From an optimization exercise on the open Yosys and OpenROAD flow, aimed at small area and a short achievable clock period; shortcuts taken in it are not production practice.
RTL that was checked went through simulation tests only; none was proved equivalent to the original.
Power figures rest on the tool's default switching activity, not on a simulated workload.

==> delta <==
// ctrl_unit
module ctrl_unit (
    input  logic               clk,
    input  logic               rst,
    input  logic [31:0]        pc,
    input  logic [31:0]        inst,
    input  logic [31:0]        imm,
    input  logic               alu_done,
    input  logic               mem_done,
    input  logic               jump_done,
    input  logic               is_jump,
    output logic               is_en,
    output logic [2:0]         imm_sel,
    output logic               alu_en,
    output logic               mem_en,
    output logic               jump_en,
    output logic [31:0]        pc_ctrl,
    output logic [31:0]        imm_ctrl,
    output logic [5-1:0] rs1_ctrl,
    output logic [5-1:0] rs2_ctrl,
    output logic [4:0]         jump_op,
    output logic [3:0]         alu_op,
    output logic               alu_use_pc,
    output logic               alu_use_imm,
    output logic               mem_we,
    output logic [2:0]         mem_bhw,
    output logic [2:0]         write_sel,
    output logic               reg_write,
    output logic [5-1:0] rd_ctrl
);
==> flow/config.mk <==
export PLATFORM = sky130hd
export DESIGN_NAME = ctrl_unit
export DESIGN_NICKNAME = ctrl_unit
export VERILOG_FILES = /design/flow/design.v
export SDC_FILE = /design/flow/constraint.sdc
export NUM_CORES = 4
export LEC_CHECK = 0
export CAP_MARGIN = 20
export CORE_MARGIN = 2
export CORE_UTILIZATION = 65
export CTS_CLUSTER_DIAMETER = 200
export CTS_CLUSTER_SIZE = 25
export SETUP_SLACK_MARGIN = 1.7
export SLEW_MARGIN = 20
==> flow/constraint.sdc <==
create_clock -name core_clock -period 5.0 [get_ports {clk}]
set_input_delay 1.0000 -clock core_clock [delete_from_list [all_inputs] [get_ports {clk}]]
set_output_delay 1.0000 -clock core_clock [all_outputs]
set_load 0.01 [all_outputs]
standard.sh (not shown) runs the stock make flow with config.mk's settings and CLKGATE_MAP_FILE= SYNTH_SCRIPT=/design/flow/synth_recipe.tcl, a recipe that flattens the netlist after the stock synthesis.
==> flow/flow/run.sh <==
#!/bin/bash
# Standard layout (standard.sh, all steps) with two changes:
# * plain buf_1 cells as the port buffers (the default pick is a slow delay buffer);
# * the platform's don't-use list extended with slow cells: those that stack
#   three or more transistors in series (wide OR/NOR, AOI/OAI with 3-input
#   groups) and the two-stage AND/OR-style cells, so that mapping and repair
#   build the decode logic from faster inverting gates.
# Registers come out of the standard synthesis unchanged.
set -euo pipefail
export BUFFER_PORTS_ARGS="-buffer_cell sky130_fd_sc_hd__buf_1"
PLATFORM_DONT_USE="sky130_fd_sc_hd__probe_p_8 sky130_fd_sc_hd__probec_p_8 sky130_fd_sc_hd__lpflow_bleeder_1 sky130_fd_sc_hd__lpflow_clkbufkapwr_1 sky130_fd_sc_hd__lpflow_clkbufkapwr_16 sky130_fd_sc_hd__lpflow_clkbufkapwr_2 sky130_fd_sc_hd__lpflow_clkbufkapwr_4 sky130_fd_sc_hd__lpflow_clkbufkapwr_8 sky130_fd_sc_hd__lpflow_clkinvkapwr_1 sky130_fd_sc_hd__lpflow_clkinvkapwr_16 sky130_fd_sc_hd__lpflow_clkinvkapwr_2 sky130_fd_sc_hd__lpflow_clkinvkapwr_4 sky130_fd_sc_hd__lpflow_clkinvkapwr_8 sky130_fd_sc_hd__lpflow_decapkapwr_12 sky130_fd_sc_hd__lpflow_decapkapwr_3 sky130_fd_sc_hd__lpflow_decapkapwr_4 sky130_fd_sc_hd__lpflow_decapkapwr_6 sky130_fd_sc_hd__lpflow_decapkapwr_8 sky130_fd_sc_hd__lpflow_inputiso0n_1 sky130_fd_sc_hd__lpflow_inputiso0p_1 sky130_fd_sc_hd__lpflow_inputiso1n_1 sky130_fd_sc_hd__lpflow_inputiso1p_1 sky130_fd_sc_hd__lpflow_inputisolatch_1 sky130_fd_sc_hd__lpflow_isobufsrc_1 sky130_fd_sc_hd__lpflow_isobufsrc_16 sky130_fd_sc_hd__lpflow_isobufsrc_2 sky130_fd_sc_hd__lpflow_isobufsrc_4 sky130_fd_sc_hd__lpflow_isobufsrc_8 sky130_fd_sc_hd__lpflow_isobufsrckapwr_16 sky130_fd_sc_hd__lpflow_lsbuf_lh_hl_isowell_tap_1 sky130_fd_sc_hd__lpflow_lsbuf_lh_hl_isowell_tap_2 sky130_fd_sc_hd__lpflow_lsbuf_lh_hl_isowell_tap_4 sky130_fd_sc_hd__lpflow_lsbuf_lh_isowell_4 sky130_fd_sc_hd__lpflow_lsbuf_lh_isowell_tap_1 sky130_fd_sc_hd__lpflow_lsbuf_lh_isowell_tap_2 sky130_fd_sc_hd__lpflow_lsbuf_lh_isowell_tap_4"
P=sky130_fd_sc_hd__
SLOW="${P}or3_* ${P}or3b_* ${P}or4_* ${P}or4b_* ${P}or4bb_* ${P}a2111o_* ${P}o41a_* ${P}a311o_* ${P}o311a_* ${P}o2111a_* ${P}a41o_* ${P}nor4_* ${P}nor4b_* ${P}nor4bb_* ${P}a2111oi_* ${P}o41ai_* ${P}and4bb_* ${P}and4b_* ${P}a221oi_* ${P}a222oi_* ${P}a221o_* ${P}o221ai_* ${P}o221a_* ${P}o2111ai_* ${P}a311oi_* ${P}o311ai_* ${P}a41oi_* ${P}nor3_* ${P}nor3b_* ${P}o32ai_* ${P}o32a_* ${P}a32oi_* ${P}a32o_* ${P}a21o_* ${P}a211o_* ${P}a31o_* ${P}o21a_* ${P}o211a_* ${P}o31a_* ${P}or2_* ${P}and3_* ${P}and3b_* ${P}and4_* ${P}a21bo_* ${P}o21ba_* ${P}a2bb2o_* ${P}o2bb2a_*"
bash standard.sh "BUFFER_PORTS_ARGS=$BUFFER_PORTS_ARGS" "DONT_USE_CELLS=$PLATFORM_DONT_USE $SLOW" finish > standard_flow.log 2>&1
==> inputs of willow, as changes to delta <==
==> flow/flow/run.sh (replaced) <==
#!/bin/bash
# Standard layout (standard.sh, all steps) with two changes:
# * plain buf_1 cells as the port buffers (the default pick is a slow delay buffer);
# * the platform's don't-use list extended with slow cells that stack three or
#   more transistors in series (wide OR/NOR, AOI/OAI with 3-input groups), so
#   that mapping and repair build the decode logic from faster gates.
# Registers come out of the standard synthesis unchanged.
set -euo pipefail
export BUFFER_PORTS_ARGS="-buffer_cell sky130_fd_sc_hd__buf_1"
PLATFORM_DONT_USE="sky130_fd_sc_hd__probe_p_8 sky130_fd_sc_hd__probec_p_8 sky130_fd_sc_hd__lpflow_bleeder_1 sky130_fd_sc_hd__lpflow_clkbufkapwr_1 sky130_fd_sc_hd__lpflow_clkbufkapwr_16 sky130_fd_sc_hd__lpflow_clkbufkapwr_2 sky130_fd_sc_hd__lpflow_clkbufkapwr_4 sky130_fd_sc_hd__lpflow_clkbufkapwr_8 sky130_fd_sc_hd__lpflow_clkinvkapwr_1 sky130_fd_sc_hd__lpflow_clkinvkapwr_16 sky130_fd_sc_hd__lpflow_clkinvkapwr_2 sky130_fd_sc_hd__lpflow_clkinvkapwr_4 sky130_fd_sc_hd__lpflow_clkinvkapwr_8 sky130_fd_sc_hd__lpflow_decapkapwr_12 sky130_fd_sc_hd__lpflow_decapkapwr_3 sky130_fd_sc_hd__lpflow_decapkapwr_4 sky130_fd_sc_hd__lpflow_decapkapwr_6 sky130_fd_sc_hd__lpflow_decapkapwr_8 sky130_fd_sc_hd__lpflow_inputiso0n_1 sky130_fd_sc_hd__lpflow_inputiso0p_1 sky130_fd_sc_hd__lpflow_inputiso1n_1 sky130_fd_sc_hd__lpflow_inputiso1p_1 sky130_fd_sc_hd__lpflow_inputisolatch_1 sky130_fd_sc_hd__lpflow_isobufsrc_1 sky130_fd_sc_hd__lpflow_isobufsrc_16 sky130_fd_sc_hd__lpflow_isobufsrc_2 sky130_fd_sc_hd__lpflow_isobufsrc_4 sky130_fd_sc_hd__lpflow_isobufsrc_8 sky130_fd_sc_hd__lpflow_isobufsrckapwr_16 sky130_fd_sc_hd__lpflow_lsbuf_lh_hl_isowell_tap_1 sky130_fd_sc_hd__lpflow_lsbuf_lh_hl_isowell_tap_2 sky130_fd_sc_hd__lpflow_lsbuf_lh_hl_isowell_tap_4 sky130_fd_sc_hd__lpflow_lsbuf_lh_isowell_4 sky130_fd_sc_hd__lpflow_lsbuf_lh_isowell_tap_1 sky130_fd_sc_hd__lpflow_lsbuf_lh_isowell_tap_2 sky130_fd_sc_hd__lpflow_lsbuf_lh_isowell_tap_4"
P=sky130_fd_sc_hd__
SLOW="${P}or3_* ${P}or3b_* ${P}or4_* ${P}or4b_* ${P}or4bb_* ${P}a2111o_* ${P}o41a_* ${P}a311o_* ${P}o311a_* ${P}o2111a_* ${P}a41o_* ${P}nor4_* ${P}nor4b_* ${P}nor4bb_* ${P}a2111oi_* ${P}o41ai_* ${P}and4bb_* ${P}and4b_* ${P}a221oi_* ${P}a222oi_* ${P}a221o_* ${P}o221ai_* ${P}o221a_* ${P}o2111ai_* ${P}a311oi_* ${P}o311ai_* ${P}a41oi_* ${P}nor3_* ${P}nor3b_* ${P}o32ai_* ${P}o32a_* ${P}a32oi_* ${P}a32o_*"
bash standard.sh "BUFFER_PORTS_ARGS=$BUFFER_PORTS_ARGS" "DONT_USE_CELLS=$PLATFORM_DONT_USE $SLOW" finish > standard_flow.log 2>&1
==> inputs of quartz, as changes to delta <==
==> flow/flow/run.sh (replaced) <==
#!/bin/bash
# Standard layout, with plain buf_1 cells as the port buffers (the default pick is a slow delay buffer).
set -euo pipefail
export BUFFER_PORTS_ARGS="-buffer_cell sky130_fd_sc_hd__buf_1"
bash standard.sh "BUFFER_PORTS_ARGS=$BUFFER_PORTS_ARGS" finish > standard_flow.log 2>&1
Settings changed: SETUP_SLACK_MARGIN 1.7 to 1.3.
==> notes.md <==
Between willow and quartz, the lower critical path depth is in quartz (gap 1).
Sequential share of layout area: delta < willow < quartz.
The highest fmax belongs to delta, the lowest to quartz.
Between willow and quartz, the lower worst setup slack is in quartz (gap 0.36 ns).
Clock power is about the same in willow and quartz.
Flip-flop and latch count is the same in willow and quartz.
Non-clock buffer count: delta > willow > quartz.
In quartz the total power is smaller than in willow, by 0.34%.
Of delta and willow, delta has the higher sequential power (gap about 2%, measured against willow).
Against willow, the hold slack of quartz is better by 0.0037 ns.

---

==> v27 <==
Starting RTL as in the previous note.
==> flow/config.mk <==
export PLATFORM = sky130hd
export DESIGN_NAME = ctrl_unit
export DESIGN_NICKNAME = ctrl_unit
export VERILOG_FILES = /design/flow/design.v
export SDC_FILE = /design/flow/constraint.sdc
export NUM_CORES = 4
export LEC_CHECK = 0
export CAP_MARGIN = 20
export CORE_MARGIN = 2
export CORE_UTILIZATION = 65
export CTS_CLUSTER_DIAMETER = 200
export CTS_CLUSTER_SIZE = 25
export SETUP_SLACK_MARGIN = 1.5
export SLEW_MARGIN = 20
==> flow/constraint.sdc <==
create_clock -name core_clock -period 5.0 [get_ports {clk}]
set_input_delay 1.0000 -clock core_clock [delete_from_list [all_inputs] [get_ports {clk}]]
set_output_delay 1.0000 -clock core_clock [all_outputs]
set_load 0.01 [all_outputs]
==> flow/flow/run.sh <==
#!/bin/bash
# Standard layout (standard.sh, all steps) with two changes:
# * plain buf_1 cells as the port buffers (the default pick is a slow delay buffer);
# * the platform's don't-use list extended with slow wide OR / AOI-style cells,
#   so that mapping and repair build the decode logic from faster gates.
# Registers come out of the standard synthesis unchanged.
set -euo pipefail
export BUFFER_PORTS_ARGS="-buffer_cell sky130_fd_sc_hd__buf_1"
PLATFORM_DONT_USE="sky130_fd_sc_hd__probe_p_8 sky130_fd_sc_hd__probec_p_8 sky130_fd_sc_hd__lpflow_bleeder_1 sky130_fd_sc_hd__lpflow_clkbufkapwr_1 sky130_fd_sc_hd__lpflow_clkbufkapwr_16 sky130_fd_sc_hd__lpflow_clkbufkapwr_2 sky130_fd_sc_hd__lpflow_clkbufkapwr_4 sky130_fd_sc_hd__lpflow_clkbufkapwr_8 sky130_fd_sc_hd__lpflow_clkinvkapwr_1 sky130_fd_sc_hd__lpflow_clkinvkapwr_16 sky130_fd_sc_hd__lpflow_clkinvkapwr_2 sky130_fd_sc_hd__lpflow_clkinvkapwr_4 sky130_fd_sc_hd__lpflow_clkinvkapwr_8 sky130_fd_sc_hd__lpflow_decapkapwr_12 sky130_fd_sc_hd__lpflow_decapkapwr_3 sky130_fd_sc_hd__lpflow_decapkapwr_4 sky130_fd_sc_hd__lpflow_decapkapwr_6 sky130_fd_sc_hd__lpflow_decapkapwr_8 sky130_fd_sc_hd__lpflow_inputiso0n_1 sky130_fd_sc_hd__lpflow_inputiso0p_1 sky130_fd_sc_hd__lpflow_inputiso1n_1 sky130_fd_sc_hd__lpflow_inputiso1p_1 sky130_fd_sc_hd__lpflow_inputisolatch_1 sky130_fd_sc_hd__lpflow_isobufsrc_1 sky130_fd_sc_hd__lpflow_isobufsrc_16 sky130_fd_sc_hd__lpflow_isobufsrc_2 sky130_fd_sc_hd__lpflow_isobufsrc_4 sky130_fd_sc_hd__lpflow_isobufsrc_8 sky130_fd_sc_hd__lpflow_isobufsrckapwr_16 sky130_fd_sc_hd__lpflow_lsbuf_lh_hl_isowell_tap_1 sky130_fd_sc_hd__lpflow_lsbuf_lh_hl_isowell_tap_2 sky130_fd_sc_hd__lpflow_lsbuf_lh_hl_isowell_tap_4 sky130_fd_sc_hd__lpflow_lsbuf_lh_isowell_4 sky130_fd_sc_hd__lpflow_lsbuf_lh_isowell_tap_1 sky130_fd_sc_hd__lpflow_lsbuf_lh_isowell_tap_2 sky130_fd_sc_hd__lpflow_lsbuf_lh_isowell_tap_4"
P=sky130_fd_sc_hd__
SLOW="${P}or3_* ${P}or3b_* ${P}or4_* ${P}or4b_* ${P}or4bb_* ${P}a2111o_* ${P}o41a_* ${P}a311o_* ${P}o311a_* ${P}o2111a_* ${P}a41o_* ${P}nor4_* ${P}nor4b_* ${P}nor4bb_* ${P}a2111oi_* ${P}o41ai_* ${P}and4bb_* ${P}and4b_*"
bash standard.sh "BUFFER_PORTS_ARGS=$BUFFER_PORTS_ARGS" "DONT_USE_CELLS=$PLATFORM_DONT_USE $SLOW" finish > standard_flow.log 2>&1
==> v13: changes against v27 <==
--- a/flow/design.v
+++ b/flow/design.v
@@ -96,51 +96,16 @@
             default: ;
         endcase
     end
     assign dst  = use_rd  ? inst[11:7]  : '0;
     assign src1 = use_rs1 ? inst[19:15] : '0;
     assign src2 = use_rs2 ? inst[24:20] : '0;
 endmodule
 `timescale 1ns/1ps
-module issue_ctrl (
-    input  logic [31:0]        inst,
-    input  logic               b_a,
-    input  logic               b_m,
-    input  logic               b_j,
-    input  logic [4:0]         dst_a,
-    input  logic [4:0]         dst_m,
-    input  logic [4:0]         dst_j,
-    input  logic               stall,
-    input  logic               flush,
-    output logic               is_en
-);
-    logic [6:0] opc;
-    logic [2:0] f3;
-    logic [6:0] f7;
-    logic [4:0] rd;
-    logic       o6, c_alu, c_ld, c_st, c_br, c_jmp, rdhit, hazard;
-    assign opc = inst[6:0];
-    assign f3  = inst[14:12];
-    assign f7  = inst[31:25];
-    assign rd  = inst[11:7];
-    assign o6  = ~f7[6] & ~(|f7[4:0]);
-    assign c_alu = (opc == 7'b0110011 & o6 & (~f7[5] | f3 == 3'd0 | f3 == 3'd5)) |
-                   (opc == 7'b0010011 & (f3 == 3'd1 ? o6 & ~f7[5] : f3 == 3'd5 ? o6 : 1'b1)) |
-                   (opc == 7'b0110111) | (opc == 7'b0010111);
-    assign c_ld  = opc == 7'b0000011 & f3 != 3'd3 & f3 != 3'd6 & f3 != 3'd7;
-    assign c_st  = opc == 7'b0100011 & f3 != 3'd3 & ~f3[2];
-    assign c_br  = opc == 7'b1100011 & f3 != 3'd2 & f3 != 3'd3;
-    assign c_jmp = (opc == 7'b1101111) | (opc == 7'b1100111 & f3 == 3'd0);
-    assign rdhit = (|rd) & ((b_a & (dst_a == rd)) | (b_m & (dst_m == rd)) | (b_j & (dst_j == rd)));
-    assign hazard = (b_a & c_alu) | (b_m & (c_ld | c_st)) | (b_j & (c_br | c_jmp)) |
-                    ((c_alu | c_ld | c_jmp) & rdhit);
-    assign is_en  = flush | (~stall & ~hazard);
-endmodule
-`timescale 1ns/1ps
 module ctrl_unit (
     input  logic               clk,
     input  logic               rst,
     input  logic [31:0]        pc,
     input  logic [31:0]        inst,
     input  logic [31:0]        imm,
     input  logic               alu_done,
     input  logic               mem_done,
@@ -214,39 +179,36 @@
     assign g_m = el_m & ~el_j & ~el_a;
     assign reg_write = el_j | el_a | el_m;
     assign write_sel = {g_j, 1'b0, g_m};
     assign rd_ctrl   = ({5{g_a}} & dst_a) | ({5{g_m}} & dst_m) | ({5{g_j}} & dst_j);
     logic [6:0] opc;
     logic [2:0] f3;
     logic [6:0] f7;
     logic [4:0] rd;
+    logic       f7z, f7a;
     logic       c_alu, c_ld, c_st, c_br, c_jmp;
     logic       rdhit, hazard, go, is_a, is_m, is_j;
     assign opc = inst[6:0];
     assign f3  = inst[14:12];
     assign f7  = inst[31:25];
     assign rd  = inst[11:7];
-    logic o6;
-    assign o6 = ~f7[6] & ~(|f7[4:0]);
-    assign c_alu = (opc == 7'b0110011 & o6 & (~f7[5] | f3 == 3'd0 | f3 == 3'd5)) |
-                   (opc == 7'b0010011 & (f3 == 3'd1 ? o6 & ~f7[5] : f3 == 3'd5 ? o6 : 1'b1)) |
+    assign f7z = f7 == 7'h00;
+    assign f7a = f7 == 7'h20;
+    assign c_alu = (opc == 7'b0110011 & (f7z | (f7a & (f3 == 3'd0 | f3 == 3'd5)))) |
+                   (opc == 7'b0010011 & (f3 == 3'd1 ? f7z : f3 == 3'd5 ? (f7z | f7a) : 1'b1)) |
                    (opc == 7'b0110111) | (opc == 7'b0010111);
     assign c_ld  = opc == 7'b0000011 & f3 != 3'd3 & f3 != 3'd6 & f3 != 3'd7;
     assign c_st  = opc == 7'b0100011 & f3 != 3'd3 & ~f3[2];
     assign c_br  = opc == 7'b1100011 & f3 != 3'd2 & f3 != 3'd3;
     assign c_jmp = (opc == 7'b1101111) | (opc == 7'b1100111 & f3 == 3'd0);
     assign rdhit = (|rd) & ((b_a & (dst_a == rd)) | (b_m & (dst_m == rd)) | (b_j & (dst_j == rd)));
-    assign hazard = (b_a & c_alu) | (b_m & (c_ld | c_st)) | (b_j & (c_br | c_jmp)) |
-                    ((c_alu | c_ld | c_jmp) & rdhit);
-    issue_ctrl u_issue (
-        .inst(inst), .b_a(b_a), .b_m(b_m), .b_j(b_j),
-        .dst_a(dst_a), .dst_m(dst_m), .dst_j(dst_j),
-        .stall(stall), .flush(flush), .is_en(is_en)
-    );
+    assign hazard = (c_alu & (b_a | rdhit)) | (c_ld & (b_m | rdhit)) | (c_st & b_m) |
+                    (c_br & b_j) | (c_jmp & (b_j | rdhit));
+    assign is_en  = flush | (~stall & ~hazard);
     assign go     = ~flush & ~stall & ~hazard;
     assign is_a   = go & c_alu;
     assign is_m   = go & (c_ld | c_st);
     assign is_j   = go & (c_br | c_jmp);
     logic src1_nz, src2_nz, dst_nz;
     logic h1_a, h1_m, h1_j, h2_a, h2_m, h2_j;
     assign src1_nz = |dec_src1;
     assign src2_nz = |dec_src2;
==> flow/flow/run.sh (replaced) <==
#!/bin/bash
# Standard layout, with plain buf_1 cells as the port buffers (the default pick is a slow delay buffer).
set -euo pipefail
export BUFFER_PORTS_ARGS="-buffer_cell sky130_fd_sc_hd__buf_1"
bash standard.sh "BUFFER_PORTS_ARGS=$BUFFER_PORTS_ARGS" finish > standard_flow.log 2>&1
CORE_UTILIZATION = 40   (was 65)
CTS_CLUSTER_DIAMETER = unset   (was 200)
CTS_CLUSTER_SIZE = unset   (was 25)
==> v21: changes against v27 <==
--- a/flow/design.v
+++ b/flow/design.v
@@ -178,17 +178,17 @@
     logic [4:0] dst_a, dst_m, dst_j;
     logic [1:0] t_a1, t_a2;          
     logic [1:0] t_m1, t_m2;          
     logic [1:0] t_j1, t_j2;          
     logic [1:0] w_am, w_ma, w_ja, w_jm;
     logic       jp;                  
     logic       stall, flush;
     logic       en_a, en_m, en_j, use0, use1;
-    logic       el_a, el_m, el_j;
+    logic       g_a, g_m, g_j;       
     logic [31:0] pc0, imm0, pc1, imm1;
     logic [4:0]  s1_0, s2_0, s1_1, s2_1;
     logic [4:0]  op0;
     logic [3:0]  op1;                
     assign jump_en = en_j;
     assign alu_en  = en_a;
     assign mem_en  = en_m;
     assign pc_ctrl  = ({32{use0}} & pc0)  | ({32{use1}} & pc1);
@@ -203,21 +203,17 @@
     assign mem_we      = en_m & op1[0];
     assign mem_bhw     = {3{en_m}} & op1[3:1];
     assign jump_op[4]   = (en_j & ~jp & op0[4]) | (en_j & jp & op1[3]);
     assign jump_op[3]   = 1'b0;
     assign jump_op[2:0] = ({3{en_j & ~jp}} & op0[2:0]) | ({3{en_j & jp}} & op1[2:0]);
     logic keep0, keep1;
     assign keep0 = (p_a & ~en_a) | (p_j & ~jp & ~en_j);
     assign keep1 = (p_m & ~en_m) | (p_j & jp & ~en_j);
-    logic g_a, g_m, g_j;
-    assign g_j = el_j;
-    assign g_a = el_a & ~el_j;
-    assign g_m = el_m & ~el_j & ~el_a;
-    assign reg_write = el_j | el_a | el_m;
+    assign reg_write = g_j | g_a | g_m;
     assign write_sel = {g_j, 1'b0, g_m};
     assign rd_ctrl   = ({5{g_a}} & dst_a) | ({5{g_m}} & dst_m) | ({5{g_j}} & dst_j);
     logic [6:0] opc;
     logic [2:0] f3;
     logic [6:0] f7;
     logic [4:0] rd;
     logic       c_alu, c_ld, c_st, c_br, c_jmp;
     logic       rdhit, hazard, go, is_a, is_m, is_j;
@@ -259,17 +255,17 @@
     assign h2_j = src2_nz & b_j & (dst_j == dec_src2);
     logic [1:0] x0, x1;
     assign x0 = {2{dst_nz}} & {dec_dst == s2_0, dec_dst == s1_0};
     assign x1 = {2{dst_nz}} & {dec_dst == s2_1, dec_dst == s1_1};
     logic       p_a_n, p_m_n, p_j_n, d_a_n, d_m_n, d_j_n, jp_n;
     logic [1:0] t_a1_n, t_a2_n, t_m1_n, t_m2_n, t_j1_n, t_j2_n;
     logic       rdy_a_n, rdy_m_n, rdy_j_n, en_a_n, en_m_n, en_j_n;
     logic       ra1_h, ra2_h, rm1_h, rm2_h;
-    logic       war_a_n, war_m_n, war_j_n;
+    logic       war_a_n, war_m_n, war_j_n, el_a_n, el_m_n, el_j_n;
     assign p_a_n = is_a | (p_a & ~en_a & ~g_a);
     assign p_m_n = is_m | (p_m & ~en_m & ~g_m);
     assign p_j_n = is_j | (p_j & ~en_j & ~g_j);
     assign d_a_n = ~g_a & (d_a | (b_a & alu_done));
     assign d_m_n = ~g_m & (d_m | (b_m & mem_done));
     assign d_j_n = ~g_j & (d_j | (b_j & jump_done));
     assign t_a1_n = p_a ? t_a1 & ~{g_j, g_m} : {h1_j & ~g_j, h1_m & ~g_m};
     assign t_a2_n = p_a ? t_a2 & ~{g_j, g_m} : {h2_j & ~g_j, h2_m & ~g_m};
@@ -287,24 +283,27 @@
     assign ra1_h = p_a & ~en_a & ~g_a & ~(|(t_a1 & ~{g_j, g_m}));
     assign ra2_h = p_a & ~en_a & ~g_a & ~(|(t_a2 & ~{g_j, g_m}));
     assign rm1_h = p_m & ~en_m & ~g_m & ~(|(t_m1 & ~{g_j, g_a}));
     assign rm2_h = p_m & ~en_m & ~g_m & ~(|(t_m2 & ~{g_j, g_a}));
     assign war_a_n = ~g_m & ((w_am[0] & rm1_h) | (w_am[1] & rm2_h));
     assign war_m_n = ~g_a & ((w_ma[0] & ra1_h) | (w_ma[1] & ra2_h));
     assign war_j_n = (~g_a & ((w_ja[0] & ra1_h) | (w_ja[1] & ra2_h))) |
                      (~g_m & ((w_jm[0] & rm1_h) | (w_jm[1] & rm2_h)));
+    assign el_a_n = d_a_n & ~war_a_n;
+    assign el_m_n = d_m_n & ~war_m_n;
+    assign el_j_n = d_j_n & ~war_j_n;
     always_ff @(posedge clk or posedge rst) begin
         if (rst) begin
             b_a <= 1'b0; b_m <= 1'b0; b_j <= 1'b0;
             d_a <= 1'b0; d_m <= 1'b0; d_j <= 1'b0;
             p_a <= 1'b0; p_m <= 1'b0; p_j <= 1'b0;
             en_a <= 1'b0; en_m <= 1'b0; en_j <= 1'b0;
             use0 <= 1'b0; use1 <= 1'b0;
-            el_a <= 1'b0; el_m <= 1'b0; el_j <= 1'b0;
+            g_a <= 1'b0; g_m <= 1'b0; g_j <= 1'b0;
             stall <= 1'b0;
             flush <= 1'b0;
         end else begin
             b_a <= is_a | (b_a & ~g_a);
             b_m <= is_m | (b_m & ~g_m);
             b_j <= is_j | (b_j & ~g_j);
             d_a <= d_a_n;
             d_m <= d_m_n;
@@ -312,19 +311,19 @@
             p_a <= p_a_n;
             p_m <= p_m_n;
             p_j <= p_j_n;
             en_a <= en_a_n;
             en_m <= en_m_n;
             en_j <= en_j_n;
             use0 <= en_a_n | (en_j_n & ~jp_n);
             use1 <= en_m_n | (en_j_n & jp_n);
-            el_a <= d_a_n & ~war_a_n;
-            el_m <= d_m_n & ~war_m_n;
-            el_j <= d_j_n & ~war_j_n;
+            g_j <= el_j_n;
+            g_a <= el_a_n & ~el_j_n;
+            g_m <= el_m_n & ~el_j_n & ~el_a_n;
             if (is_j)
                 stall <= 1'b1;
             else if (jump_done)
                 stall <= 1'b0;
             flush <= jump_done & is_jump;
         end
     end
     always_ff @(posedge clk) begin
==> flow/flow/run.sh (replaced) <==
#!/bin/bash
# Standard layout (standard.sh, all steps) with two changes:
# * plain buf_1 cells as the port buffers (the default pick is a slow delay buffer);
# * the platform's don't-use list extended with slow cells that stack three or
#   more transistors in series (wide OR/NOR, AOI/OAI with 3-input groups), so
#   that mapping and repair build the decode logic from faster gates.
# Registers come out of the standard synthesis unchanged.
set -euo pipefail
export BUFFER_PORTS_ARGS="-buffer_cell sky130_fd_sc_hd__buf_1"
PLATFORM_DONT_USE="sky130_fd_sc_hd__probe_p_8 sky130_fd_sc_hd__probec_p_8 sky130_fd_sc_hd__lpflow_bleeder_1 sky130_fd_sc_hd__lpflow_clkbufkapwr_1 sky130_fd_sc_hd__lpflow_clkbufkapwr_16 sky130_fd_sc_hd__lpflow_clkbufkapwr_2 sky130_fd_sc_hd__lpflow_clkbufkapwr_4 sky130_fd_sc_hd__lpflow_clkbufkapwr_8 sky130_fd_sc_hd__lpflow_clkinvkapwr_1 sky130_fd_sc_hd__lpflow_clkinvkapwr_16 sky130_fd_sc_hd__lpflow_clkinvkapwr_2 sky130_fd_sc_hd__lpflow_clkinvkapwr_4 sky130_fd_sc_hd__lpflow_clkinvkapwr_8 sky130_fd_sc_hd__lpflow_decapkapwr_12 sky130_fd_sc_hd__lpflow_decapkapwr_3 sky130_fd_sc_hd__lpflow_decapkapwr_4 sky130_fd_sc_hd__lpflow_decapkapwr_6 sky130_fd_sc_hd__lpflow_decapkapwr_8 sky130_fd_sc_hd__lpflow_inputiso0n_1 sky130_fd_sc_hd__lpflow_inputiso0p_1 sky130_fd_sc_hd__lpflow_inputiso1n_1 sky130_fd_sc_hd__lpflow_inputiso1p_1 sky130_fd_sc_hd__lpflow_inputisolatch_1 sky130_fd_sc_hd__lpflow_isobufsrc_1 sky130_fd_sc_hd__lpflow_isobufsrc_16 sky130_fd_sc_hd__lpflow_isobufsrc_2 sky130_fd_sc_hd__lpflow_isobufsrc_4 sky130_fd_sc_hd__lpflow_isobufsrc_8 sky130_fd_sc_hd__lpflow_isobufsrckapwr_16 sky130_fd_sc_hd__lpflow_lsbuf_lh_hl_isowell_tap_1 sky130_fd_sc_hd__lpflow_lsbuf_lh_hl_isowell_tap_2 sky130_fd_sc_hd__lpflow_lsbuf_lh_hl_isowell_tap_4 sky130_fd_sc_hd__lpflow_lsbuf_lh_isowell_4 sky130_fd_sc_hd__lpflow_lsbuf_lh_isowell_tap_1 sky130_fd_sc_hd__lpflow_lsbuf_lh_isowell_tap_2 sky130_fd_sc_hd__lpflow_lsbuf_lh_isowell_tap_4"
P=sky130_fd_sc_hd__
SLOW="${P}or3_* ${P}or3b_* ${P}or4_* ${P}or4b_* ${P}or4bb_* ${P}a2111o_* ${P}o41a_* ${P}a311o_* ${P}o311a_* ${P}o2111a_* ${P}a41o_* ${P}nor4_* ${P}nor4b_* ${P}nor4bb_* ${P}a2111oi_* ${P}o41ai_* ${P}and4bb_* ${P}and4b_* ${P}a221oi_* ${P}a222oi_* ${P}a221o_* ${P}o221ai_* ${P}o221a_* ${P}o2111ai_* ${P}a311oi_* ${P}o311ai_* ${P}a41oi_* ${P}nor3_* ${P}nor3b_* ${P}o32ai_* ${P}o32a_* ${P}a32oi_* ${P}a32o_*"
bash standard.sh "BUFFER_PORTS_ARGS=$BUFFER_PORTS_ARGS" "DONT_USE_CELLS=$PLATFORM_DONT_USE $SLOW" finish > standard_flow.log 2>&1
SETUP_SLACK_MARGIN = 1.7   (was 1.5)
==> impl_metrics.csv <==
group,metric,value,unit
global_route,use_met2,48.63,%
status,status,"no timing/DRC/antenna violations",
yosys,synth-xor-area-share,6.149,%
placement,dp.cells,1069,
floorplanning,dieArea,15440,um^2
layout,drive_gt1_share,6.893,%
floorplanning,initial_core_util,67.20,%
yosys,muxShareOfSynthArea,0.6389,%
# the run above: v27

==> impl_metrics.csv <==
group,metric,value,unit
global_route,use_met2,50.21,%
floorplanning,dieArea,15430,um^2
floorplanning,initial_core_util,67.16,%
layout,drive_gt1_share,7.610,%
yosys,synth-xor-area-share,5.781,%
status,status,"no timing/DRC/antenna violations",
# the run above: v21

==> impl_metrics.csv <==
group,metric,value,unit
status,status,"no timing/DRC/antenna violations",
floorplanning,dieArea,24830,um^2
yosys,muxShareOfSynthArea,0.9019,%
placement,dp.cells,1199,
yosys,synth-xor-area-share,5.942,%
layout,drive_gt1_share,10.39,%
# the run above: v13

Function not checked in v13 and v21: the RTL went through the layout flow alone.

[what the ideal ports hide]
No port has a modelled driver above. Below, the same layouts with a new extraction and two added sets of constraints.
Step 1 (the two cells are an assumption about what drives the block):
set clk [get_ports {clk}]
set_driving_cell -lib_cell sky130_fd_sc_hd__clkbuf_16 $clk
set_driving_cell -lib_cell sky130_fd_sc_hd__buf_2 [delete_from_list [all_inputs] $clk]
Step 2 adds t to the input delays and takes it off the output delays; t is the mean of the earliest and latest rising clock arrival at the registers after step 1. Input paths then give back, and output paths get back, about the clock's delay inside the block.
Slacks: ideal ports / drivers / drivers and shift; pairs: ideal ports / drivers.
run | t (ns) | setup WS [ns] | worst setup path after step 2 | worst data-port slew with drivers (ns)
delta | 0.502 | 1.661 / 1.611 / 1.537 | input to register | 0.07
willow | 0.493 | 1.660 / 1.628 / 1.405 | input to register | 0.06
quartz | 0.500 | 1.299 / 1.253 / 1.253 | input to output | 0.06
v27 | 0.510 | 1.591 / 1.571 / 1.482 | input to register | 0.07
v13 | 0.556 | 1.211 / 1.174 / 1.092 | input to register | 0.07
v21 | 0.509 | 1.650 / 1.610 / 1.572 | input to register | 0.06
After both steps setup and hold are still met in every run listed. For willow, which loses most, drivers alone change the setup slack by -0.032 ns; drivers and shift together by -0.255 ns.
